From an optimization exercise on the open Yosys and OpenROAD flow, aimed at small area, a short achievable clock period and few clock cycles per item; shortcuts taken in it are not production practice. The RTL was checked by simulation tests, not by an equivalence proof against the original design.

Setup of old:
==> flow/design.v (excerpt) <==
module marked_cell_distance #(
    parameter int MAX_COLS = 1024,
    parameter int MAX_ROWS = 1024
) (
    input  logic                        aclk,
    input  logic                        aresetn,
    input  logic                        s_tvalid,
    output logic                        s_tready,
    input  logic [7:0]                  s_tdata,    
    output logic                        m_tvalid,
    input  logic                        m_tready,
    output logic [15:0]                 m_tdata,    
    output logic [0:0]                  m_tuser,    
    input  logic                        cfg_wen,
    input  logic                        cfg_index,
    input  logic [mcd_pkg::PT_W-1:0]    cfg_data
);
    localparam int NS = 6;     
    logic                                w_acc;
    logic [NS:0]                         v_c, nl_c, sat_c;
    logic [NS:0][mcd_pkg::X_W-1:0]       x_c;
  ...
export LEC_CHECK = 0
export ABC_CLOCK_PERIOD_IN_PS = 2500
export CAP_MARGIN = 20
export CORE_MARGIN = 2
export CORE_UTILIZATION = 40
export CTS_CLUSTER_DIAMETER = 80
export CTS_CLUSTER_SIZE = 30
export SETUP_SLACK_MARGIN = 3.8
export SLEW_MARGIN = 20
create_clock -name core_clock -period 6.5 [get_ports {aclk}]
run.sh (not shown) runs the stock make flow with config.mk's settings and CLKGATE_MAP_FILE= SYNTH_SCRIPT=/design/flow/synth_recipe.tcl, a recipe that flattens the netlist after the stock synthesis.
old | stages: all done | timing, DRC, antenna: all pass
Testbench counts of old, summed over its fixed seeds: cycles 32,176, items 32,000.
Here is what was changed in the inputs of new compared with old.
- SETUP_SLACK_MARGIN changed from 3.8 to 3.9
- CTS_CLUSTER_DIAMETER changed from 80 to 60
### Flow results
new went all the way through synthesis, placement and routing and the layout is clean on timing, DRC and antenna. Overall track demand over capacity in global routing up 0.56 points in new wrt old. In new the sequential share of layout area turned out 1.4 points lower than in old. Relative to old, the cell count measured on new has increased slightly. Relative to old, the summed area of non-filler cells in the final layout measured on new has increased by a few percent.

* * *

== alpha ==
Starting RTL as in the previous note.
export LEC_CHECK = 0
export ABC_CLOCK_PERIOD_IN_PS = 2500
export CAP_MARGIN = 20
export CORE_MARGIN = 2
export CORE_UTILIZATION = 40
export CTS_CLUSTER_DIAMETER = 60
export CTS_CLUSTER_SIZE = 30
export SETUP_SLACK_MARGIN = 3.85
export SLEW_MARGIN = 20
create_clock -name core_clock -period 6.5 [get_ports {aclk}]
Testbench counts of alpha, summed over its fixed seeds: cycles 32,176, items 32,000.
Modified inputs, beta compared to alpha
diff --git a/flow/config.mk b/flow/config.mk
--- a/flow/config.mk
+++ b/flow/config.mk
@@ -8 +8 @@
-export ABC_CLOCK_PERIOD_IN_PS = 2500
+export ABC_CLOCK_PERIOD_IN_PS = 3200
@@ -12,3 +12 @@
-export CTS_CLUSTER_DIAMETER = 60
-export CTS_CLUSTER_SIZE = 30
-export SETUP_SLACK_MARGIN = 3.85
+export SETUP_SLACK_MARGIN = 3.8
### Flow results
- Taking beta over alpha, the clock-buffer cell count ratio works out to 1.6.
- alpha → beta: met2 layer wire length in the routed design went down, final area flat, shortest clock period the worst path allows after layout rose 77 ps, wire length decreased about 0.7%.
- The total routing usage reported by global routing was comparable across beta and alpha.
- | number of non-clock inverters in the layout | alpha vs beta | ≈ equal |
Here is what was changed in the inputs of gamma compared with beta.
diff --git a/flow/config.mk b/flow/config.mk
--- a/flow/config.mk
+++ b/flow/config.mk
@@ -8 +8 @@
-export ABC_CLOCK_PERIOD_IN_PS = 3200
+export ABC_CLOCK_PERIOD_IN_PS = 2500
--- outcome ---
gamma did not stop at any stage, and its layout met the timing, design-rule and antenna checks. Final routed wire length divided by cell count essentially unchanged between beta and gamma. As far as largest net degree at the start of global routing goes, gamma and beta are indistinguishable; the numbers are identical. Fraction of standard cell area in multi-input logic came out exactly the same in gamma and beta. Reported for gamma and beta, number of antenna violations at the first check in global routing turned out identical to the last digit. Summary of gamma over beta: routed wire length now sits at about the same level, final cell area excluding filler cells now sits at about the same level. The global-route usage on beta is in line with that on gamma. Mux contribution to synthesized area: beta vs gamma identical.
Modified inputs, delta compared to gamma
diff --git a/flow/config.mk b/flow/config.mk
--- a/flow/config.mk
+++ b/flow/config.mk
@@ -11,0 +12,3 @@
+export CTS_CLUSTER_DIAMETER = 60
+export CTS_CLUSTER_SIZE = 30
+export PLACE_DENSITY = 0.75
delta vs gamma — first-pass GRT wire length rose about 0.37%.
Number of gates given a new drive strength after cts on delta is up relative to gamma.
Changes observed in delta relative to gamma: filler-free cell count of the finished design went down by 0.69%.

* * *

marked_cell_distance again, from the RTL that the note above started with.
make LEC_CHECK=0 ABC_CLOCK_PERIOD_IN_PS=2500 CAP_MARGIN=20 CORE_MARGIN=2 CORE_UTILIZATION=40 CTS_CLUSTER_DIAMETER=60 CTS_CLUSTER_SIZE=30 GPL_ROUTABILITY_DRIVEN=0 SETUP_SLACK_MARGIN=3.8 SLEW_MARGIN=20 finish   # period 6.5 ns
Testbench counts at the start, summed over its fixed seeds: cycles 32,176, items 32,000.
Edit:
--- a/flow/config.mk
+++ b/flow/config.mk
@@ -10,7 +10,6 @@
 export CORE_MARGIN = 2
 export CORE_UTILIZATION = 40
-export CTS_CLUSTER_DIAMETER = 60
+export CTS_CLUSTER_DIAMETER = 70
 export CTS_CLUSTER_SIZE = 30
-export GPL_ROUTABILITY_DRIVEN = 0
-export SETUP_SLACK_MARGIN = 3.8
+export SETUP_SLACK_MARGIN = 3.85
 export SLEW_MARGIN = 20
After rerunning:
- setup slack is about the same
- die area does not change
- synthesized cell count is unchanged
- via count stays flat
- clock skew rises by 5.9 ps
- first-iteration DRC count falls by 5.7%
- design area stays flat
- critical path depth falls by 2
Edit:
--- a/flow/config.mk
+++ b/flow/config.mk
@@ -7,9 +7,9 @@
 export LEC_CHECK = 0
 export ABC_CLOCK_PERIOD_IN_PS = 2500
-export CAP_MARGIN = 20
+export CAP_MARGIN = 10
 export CORE_MARGIN = 2
 export CORE_UTILIZATION = 40
-export CTS_CLUSTER_DIAMETER = 70
+export CTS_CLUSTER_DIAMETER = 80
 export CTS_CLUSTER_SIZE = 30
-export SETUP_SLACK_MARGIN = 3.85
-export SLEW_MARGIN = 20
+export SETUP_SLACK_MARGIN = 3.8
+export SLEW_MARGIN = 10
=>
- The new run completed without violations
- synthesized cell count stays the same
- synthesized area is unchanged
- critical path depth went up by 2
- cell area went down slightly
- utilization went down by 0.77 points
- wire length went down slightly
- setup slack gets worse by 22 ps
- sequential cell count is unchanged
- register-to-register slack gets worse by 20 ps
- clock-buffer cell count went down by 4

-- re-timing with driven ports --
The flow's constraints put no driver on any port. The routed layouts listed below were extracted and timed again, unchanged, in two steps. Step 1, drivers: a clkbuf_16 drives aclk and a buf_2 each remaining input, both assumed. Step 2, shift: input delay + t, output delay - t, t = (earliest + latest rising clock arrival at the registers) / 2. This alone moves slack from input paths to output paths. Slacks: no drivers / after step 1 / after step 2; pairs: no drivers / after step 1.
run | t, ns | setup WS [ns] | worst register clock-pin slew, ns | worst data-port slew with drivers (ns)
old | 0.704 | 3.826 / 3.778 / 3.206 | 0.12 / 0.12 | 0.04
new | 0.670 | 3.844 / 3.844 / 3.387 | 0.09 / 0.09 | 0.04
alpha | 0.658 | 3.869 / 3.854 / 3.315 | 0.09 / 0.09 | 0.05
beta | 0.670 | 3.792 / 3.792 / 3.275 | 0.06 / 0.06 | 0.04
gamma | 0.670 | 3.792 / 3.792 / 3.275 | 0.06 / 0.06 | 0.04
delta | 0.647 | 3.814 / 3.777 / 3.278 | 0.11 / 0.11 | 0.05
the first run of note 3 | 0.659 | 3.845 / 3.834 / 3.283 | 0.10 / 0.10 | 0.04
the second run of note 3 | 0.647 | 3.846 / 3.846 / 3.356 | 0.11 / 0.11 | 0.04
the third run of note 3 | 0.704 | 3.823 / 3.778 / 3.203 | 0.12 / 0.12 | 0.04
After both steps setup and hold are still met in every run listed.
